Background: an optimization exercise with open tools, aiming at small area. Do not read the settings as production practice.
In this exercise RTL edits were held to simulation tests only and were not proved equivalent to the original.
Power is estimated from default activity; no workload was simulated.

==> 11-25: inputs <==
==> flow/design.v <==
package round_key_store_pkg;
    localparam int NUM_ROUNDS = 10;
    localparam int KEY_WIDTH  = 128;
    localparam int NUM_SLOTS  = NUM_ROUNDS + 1;
    typedef logic [31:0]  word_t;
    typedef word_t [3:0]  key_t;         
    typedef logic [3:0]   round_idx_t;
    typedef enum logic [1:0] {
        IDLE,
        START,
        CAPTURE,
        READY
    } rks_fsm_e;
endpackage
module round_key_regfile
(
    input  logic                      clk,
    input  logic                      ld_en,
    input  round_key_store_pkg::key_t ld_data,
    input  logic                      ins_en,
    input  round_key_store_pkg::key_t ins_data,
    input  logic                      dump0,
    input  logic [10:0]               rsel,
    output round_key_store_pkg::key_t rdata,
    output round_key_store_pkg::key_t slot0
);
    round_key_store_pkg::key_t s0;
    round_key_store_pkg::key_t ring [round_key_store_pkg::NUM_ROUNDS];
    always_ff @(posedge clk) begin
        if (ld_en) s0 <= ld_data;
    end
    always_ff @(posedge clk) begin
        if (ins_en)     ring[0] <= ins_data;
        else if (dump0) ring[0] <= s0;
        else            ring[0] <= ring[round_key_store_pkg::NUM_ROUNDS-1];
        for (int i = 1; i < round_key_store_pkg::NUM_ROUNDS; i++)
            ring[i] <= ring[i-1];
    end
    always_comb begin
        rdata = rsel[10] ? s0 : '0;
        for (int i = 0; i < round_key_store_pkg::NUM_ROUNDS; i++)
            rdata = rdata | (rsel[i] ? ring[i] : '0);
    end
    assign slot0 = s0;
endmodule
module round_key_store
(
    input  logic         clk,
    input  logic         reset_n,
    input  logic         load_key,
    input  logic [127:0] cipher_key,
    output logic         start_expansion,
    output logic [127:0] prev_key,
    input  logic [127:0] next_key,
    input  logic         finished_expansion,
    input  logic [3:0]   rd_round,
    output logic [127:0] rd_key,
    output logic         keys_ready,
    output logic         busy,
    output logic         sched_err
);
    logic       st_start, st_cap, st_ready;
    logic [3:0] ph;
    logic       sched_err_q;
    logic       load_ok;
    logic       last_write;
    logic [3:0] ph_nxt;
    logic [3:0] rpos;
    logic [10:0] rsel, rsel_nxt;
    round_key_store_pkg::key_t rd_data;
    round_key_store_pkg::key_t slot0;
    assign load_ok    = load_key && !st_start && !st_cap;
    assign last_write = (ph == 4'd9);
    always_ff @(posedge clk or negedge reset_n) begin
        if (!reset_n) begin
            st_start <= 1'b0;
            st_cap   <= 1'b0;
            st_ready <= 1'b0;
        end else begin
            st_start <= load_ok;
            st_cap   <= st_start || (st_cap && !last_write);
            st_ready <= (st_cap && last_write) || (st_ready && !load_ok);
        end
    end
    assign ph_nxt = st_start ? 4'd0 : ((ph == 4'd9) ? 4'd0 : ph + 4'd1);
    always_ff @(posedge clk or negedge reset_n) begin
        if (!reset_n) ph <= '0;
        else          ph <= ph_nxt;
    end
    always_ff @(posedge clk or negedge reset_n) begin
        if (!reset_n)
            sched_err_q <= 1'b0;
        else if (load_ok)
            sched_err_q <= 1'b0;
        else if (st_cap && (finished_expansion != last_write))
            sched_err_q <= 1'b1;
    end
    always_comb begin
        logic [4:0] d;
        d = {1'b0, ph} + 5'd11 - {1'b0, rd_round};
        rpos = (d >= 5'd10) ? 4'(d - 5'd10) : d[3:0];
    end
    always_comb begin
        rsel_nxt = '0;
        if (rd_round == 4'd0) begin
            if (load_ok) rsel_nxt[0]  = 1'b1;
            else         rsel_nxt[10] = 1'b1;
        end else if (rd_round <= 4'd10) begin
            rsel_nxt[rpos] = 1'b1;
        end
    end
    always_ff @(posedge clk) begin
        rsel <= rsel_nxt;
    end
    round_key_regfile u_regfile (
        .clk      (clk),
        .ld_en    (load_ok),
        .ld_data  (cipher_key),
        .ins_en   (st_cap),
        .ins_data (next_key),
        .dump0    (load_ok && (rd_round == 4'd0)),
        .rsel     (rsel),
        .rdata    (rd_data),
        .slot0    (slot0)
    );
    assign start_expansion = st_start;
    assign busy            = st_start | st_cap;
    assign keys_ready      = st_ready;
    assign sched_err       = sched_err_q;
    assign rd_key          = rd_data;
    assign prev_key        = slot0;
endmodule
==> flow/run.sh <==
#!/bin/bash
# synth_recipe.tcl (not shown) runs the flow's synth.tcl, then flattens the netlist and writes it again
# the make line also repeats each setting of config.mk as NAME=value (left out here)
make -C /OpenROAD-flow-scripts/flow DESIGN_CONFIG=/design/flow/config.mk WORK_HOME=/design/flow/orfs CLKGATE_MAP_FILE= SYNTH_SCRIPT=/design/flow/synth_recipe.tcl finish
==> flow/config.mk <==
export PLATFORM = sky130hd
export DESIGN_NAME = round_key_store
export DESIGN_NICKNAME = round_key_store
export VERILOG_FILES = /design/flow/design.v
export SDC_FILE = /design/flow/constraint.sdc
export NUM_CORES = 4
export LEC_CHECK = 0
export CAP_MARGIN = 20
export CORE_MARGIN = 2
export CORE_UTILIZATION = 40
export SLEW_MARGIN = 20
==> flow/constraint.sdc <==
create_clock -name core_clock -period 5.0 [get_ports {clk}]
set_input_delay 1.0000 -clock core_clock [delete_from_list [all_inputs] [get_ports {clk}]]
set_output_delay 1.0000 -clock core_clock [all_outputs]
set_load 0.01 [all_outputs]
==> 05-03 (differences from 11-25) <==
==> flow/design.v, changed modules only <==
module round_key_regfile
(
    input  logic                      clk,
    input  logic                      ld_en,
    input  round_key_store_pkg::key_t ld_data,
    input  logic                      ins_en,
    input  round_key_store_pkg::key_t ins_data,
    input  logic                      dump0,
    input  logic [10:0]               rsel,
    output round_key_store_pkg::key_t rdata,
    output round_key_store_pkg::key_t slot0
);
    logic [127:0] s0;
    logic [127:0] ring [round_key_store_pkg::NUM_ROUNDS];
    logic [127:0] ring0_d;
    logic [127:0] rd_bits;
    logic [127:0] ins_bits;
    logic rot_en;
    assign rot_en = !ins_en && !dump0;
    always_ff @(posedge clk) begin
        if (ld_en) s0 <= ld_data;
    end
    always_ff @(posedge clk) begin
        ring[0] <= ring0_d;
        for (int i = 1; i < round_key_store_pkg::NUM_ROUNDS; i++)
            ring[i] <= ring[i-1];
    end
    for (genvar b = 0; b < round_key_store_pkg::KEY_WIDTH; b++) begin : g_bit
        round_key_sel3 u_ins (
            .sel ({rot_en, dump0, ins_en}),
            .d   ({ring[9][b], s0[b], ins_bits[b]}),
            .q   (ring0_d[b])
        );
        round_key_sel11 u_rd (
            .sel (rsel),
            .d   ({s0[b], ring[9][b], ring[8][b], ring[7][b],
                   ring[6][b], ring[5][b], ring[4][b], ring[3][b],
                   ring[2][b], ring[1][b], ring[0][b]}),
            .q   (rd_bits[b])
        );
    end
    assign ins_bits = ins_data;
    assign rdata    = rd_bits;
    assign slot0    = s0;
endmodule
module round_key_sel3
(
    input  logic [2:0] sel,
    input  logic [2:0] d,
    output logic       q
);
    assign q = |(sel & d);
endmodule
module round_key_sel11
(
    input  logic [10:0] sel,
    input  logic [10:0] d,
    output logic        q
);
    logic [2:0] g_n;
    logic       g;
    round_key_aoi222 u_g0 (.a(sel[2:0]), .b(d[2:0]), .y(g_n[0]));
    round_key_aoi222 u_g1 (.a(sel[5:3]), .b(d[5:3]), .y(g_n[1]));
    round_key_aoi222 u_g2 (.a(sel[8:6]), .b(d[8:6]), .y(g_n[2]));
    round_key_nand3  u_g  (.a(g_n), .y(g));
    round_key_ao221  u_or (.a(sel[10:9]), .b(d[10:9]), .c(g), .y(q));
endmodule
module round_key_aoi222
(
    input  logic [2:0] a,
    input  logic [2:0] b,
    output logic       y
);
    assign y = ~|(a & b);
endmodule
module round_key_ao221
(
    input  logic [1:0] a,
    input  logic [1:0] b,
    input  logic       c,
    output logic       y
);
    assign y = |(a & b) | c;
endmodule
module round_key_nand3
(
    input  logic [2:0] a,
    output logic       y
);
    assign y = ~&a;
endmodule
module round_key_store
(
    input  logic         clk,
    input  logic         reset_n,
    input  logic         load_key,
    input  logic [127:0] cipher_key,
    output logic         start_expansion,
    output logic [127:0] prev_key,
    input  logic [127:0] next_key,
    input  logic         finished_expansion,
    input  logic [3:0]   rd_round,
    output logic [127:0] rd_key,
    output logic         keys_ready,
    output logic         busy,
    output logic         sched_err
);
    logic       st_start, st_cap, st_ready;
    logic [3:0] ph;
    logic       sched_err_q;
    logic       load_ok;
    logic       last_write;
    logic [3:0] ph_nxt;
    logic [3:0] rpos;
    logic [10:0] rsel;
    logic [3:0]  rd_pos, rd_pos_nxt;
    round_key_store_pkg::key_t rd_data;
    round_key_store_pkg::key_t slot0;
    assign load_ok    = load_key && !st_start && !st_cap;
    assign last_write = (ph == 4'd9);
    always_ff @(posedge clk or negedge reset_n) begin
        if (!reset_n) begin
            st_start <= 1'b0;
            st_cap   <= 1'b0;
            st_ready <= 1'b0;
        end else begin
            st_start <= load_ok;
            st_cap   <= st_start || (st_cap && !last_write);
            st_ready <= (st_cap && last_write) || (st_ready && !load_ok);
        end
    end
    assign ph_nxt = st_start ? 4'd0 : ((ph == 4'd9) ? 4'd0 : ph + 4'd1);
    always_ff @(posedge clk or negedge reset_n) begin
        if (!reset_n) ph <= '0;
        else          ph <= ph_nxt;
    end
    always_ff @(posedge clk or negedge reset_n) begin
        if (!reset_n)
            sched_err_q <= 1'b0;
        else if (load_ok)
            sched_err_q <= 1'b0;
        else if (st_cap && (finished_expansion != last_write))
            sched_err_q <= 1'b1;
    end
    always_comb begin
        logic [3:0] b;
        b = rd_round - 4'd1;
        rpos = (ph >= b) ? ph - b : ph + 4'd10 - b;
    end
    always_comb begin
        if (rd_round == 4'd0)       rd_pos_nxt = load_ok ? 4'd0 : 4'd10;
        else if (rd_round <= 4'd10) rd_pos_nxt = rpos;
        else                        rd_pos_nxt = 4'd15;
    end
    always_ff @(posedge clk) begin
        rd_pos <= rd_pos_nxt;
    end
    always_comb begin
        for (int i = 0; i <= round_key_store_pkg::NUM_ROUNDS; i++)
            rsel[i] = (rd_pos == 4'(i));
    end
    round_key_regfile u_regfile (
        .clk      (clk),
        .ld_en    (load_ok),
        .ld_data  (cipher_key),
        .ins_en   (st_cap),
        .ins_data (next_key),
        .dump0    (load_ok && (rd_round == 4'd0)),
        .rsel     (rsel),
        .rdata    (rd_data),
        .slot0    (slot0)
    );
    assign start_expansion = st_start;
    assign busy            = st_start | st_cap;
    assign keys_ready      = st_ready;
    assign sched_err       = sched_err_q;
    assign rd_key          = rd_data;
    assign prev_key        = slot0;
endmodule
==> flow/flow/run.sh (new file) <==
#!/bin/bash
# Standard ORFS layout with these changes: the port buffers are the smallest
# buffer (buf_1), and CTS uses clkbuf_4 with sink clusters of up to 10 flip-flops and no
# dummy loads.
set -euo pipefail
export BUFFER_PORTS_ARGS="-buffer_cell sky130_fd_sc_hd__buf_1"
export CTS_ARGS="-sink_clustering_enable -repair_clock_nets -dont_use_dummy_load -buf_list {sky130_fd_sc_hd__clkbuf_4} -sink_clustering_size 10 -sink_clustering_max_diameter 40"
bash standard.sh > standard.log 2>&1
==> flow/standard.sh (new file) <==
#!/bin/bash
# synth_recipe.tcl (not shown) runs the flow's synth.tcl, then flattens the netlist and writes it again
# the make line also repeats each setting of config.mk as NAME=value (left out here)
make -C /OpenROAD-flow-scripts/flow DESIGN_CONFIG=/design/flow/config.mk WORK_HOME=/design/flow/orfs CLKGATE_MAP_FILE= SYNTH_SCRIPT=/design/flow/synth_recipe.tcl "${@:-finish}"
CORE_UTILIZATION = 55   (was 40)
PLACE_DENSITY = 0.7   (was unset)
SYNTH_HIERARCHICAL = 1   (was unset)
SYNTH_MINIMUM_KEEP_SIZE = 0   (was unset)
removed: flow/run.sh
==> key figures <==
Setup path
  – Crit path max-delay cell type: dfxtp_1

Power and ir drop
  – Part of the power in registers: 62.7%
  – Clk. pwr: between 0.004 and 0.005 W

Synth
  – Top cell type's share of synthesized area: 67.9%
  – Mux cell area share after synthesis: less than 1%
  – Synth async-reset ratio: less than 1%
  – Yosys reg bits: 1,420

Global route
  – Met3 Use GR: 5.16%
  – GR Util met1: 36.4%

Detailed routing
  – WL met3: between 8000 and 9000 µm

Floorplan
  – N_taps: 882
  – Die area: 0.0710 mm²

Outcome
  – Status: finished clean

Cells and area
  – Fin nets: around 3,400

STA
  – Min Tclk post-route: 4.57 ns
That was 05-03.
==> key figures <==
Synth
  – Yosys reg bits: 1,427
  – Synth async-reset ratio: 0.561%
  – Mux cell area share after synthesis: 3.29%
  – Top cell type's share of synthesized area: 64.3%

Global route
  – Met3 Use GR: 4.87%

Detailed routing
  – Metal-1 WL: 49,300 µm

STA
  – Min Tclk post-route: 4.17 ns

Setup path
  – Crit path max-delay cell type: dfxtp_4

Power and ir drop
  – Part of the power in registers: 51.8%

Cells and area
  – Fin nets: 3,670

Floorplan
  – N_taps: 1,298
  – Die area: between 0.1 and 0.15 mm²

Outcome
  – Status: finished clean
That was 11-25.

==> separate check: timing with driven ports <==
The results above use ideal ports. As a check the final layouts listed here were re-extracted and re-timed, cells and wires unchanged. Step 1 sets driving cells, clkbuf_16 on the clock port and buf_2 on the other inputs (assumed; they add their load-dependent delay and slew). Step 2 also shifts input and output timing later by t, the mid clock arrival at the registers, as if the neighbouring blocks saw the same clock. Slacks: no drivers / after step 1 / after step 2; pairs: no drivers / after step 1.
run | t, ns | setup slack, ns | hold slack, ns | worst register clock-pin slew, ns
11-25 | 0.788 | 0.832 / 0.765 / 0.447 | 0.334 / 0.334 / 0.334 | 0.07 / 0.07
05-03 | 0.999 | 0.427 / 0.364 / 1.164 | 0.159 / 0.124 / 0.278 | 0.12 / 0.12
After both steps every run listed still meets setup and hold. For 11-25, which loses most, drivers alone change the setup slack by -0.067 ns; drivers and shift together by -0.385 ns.
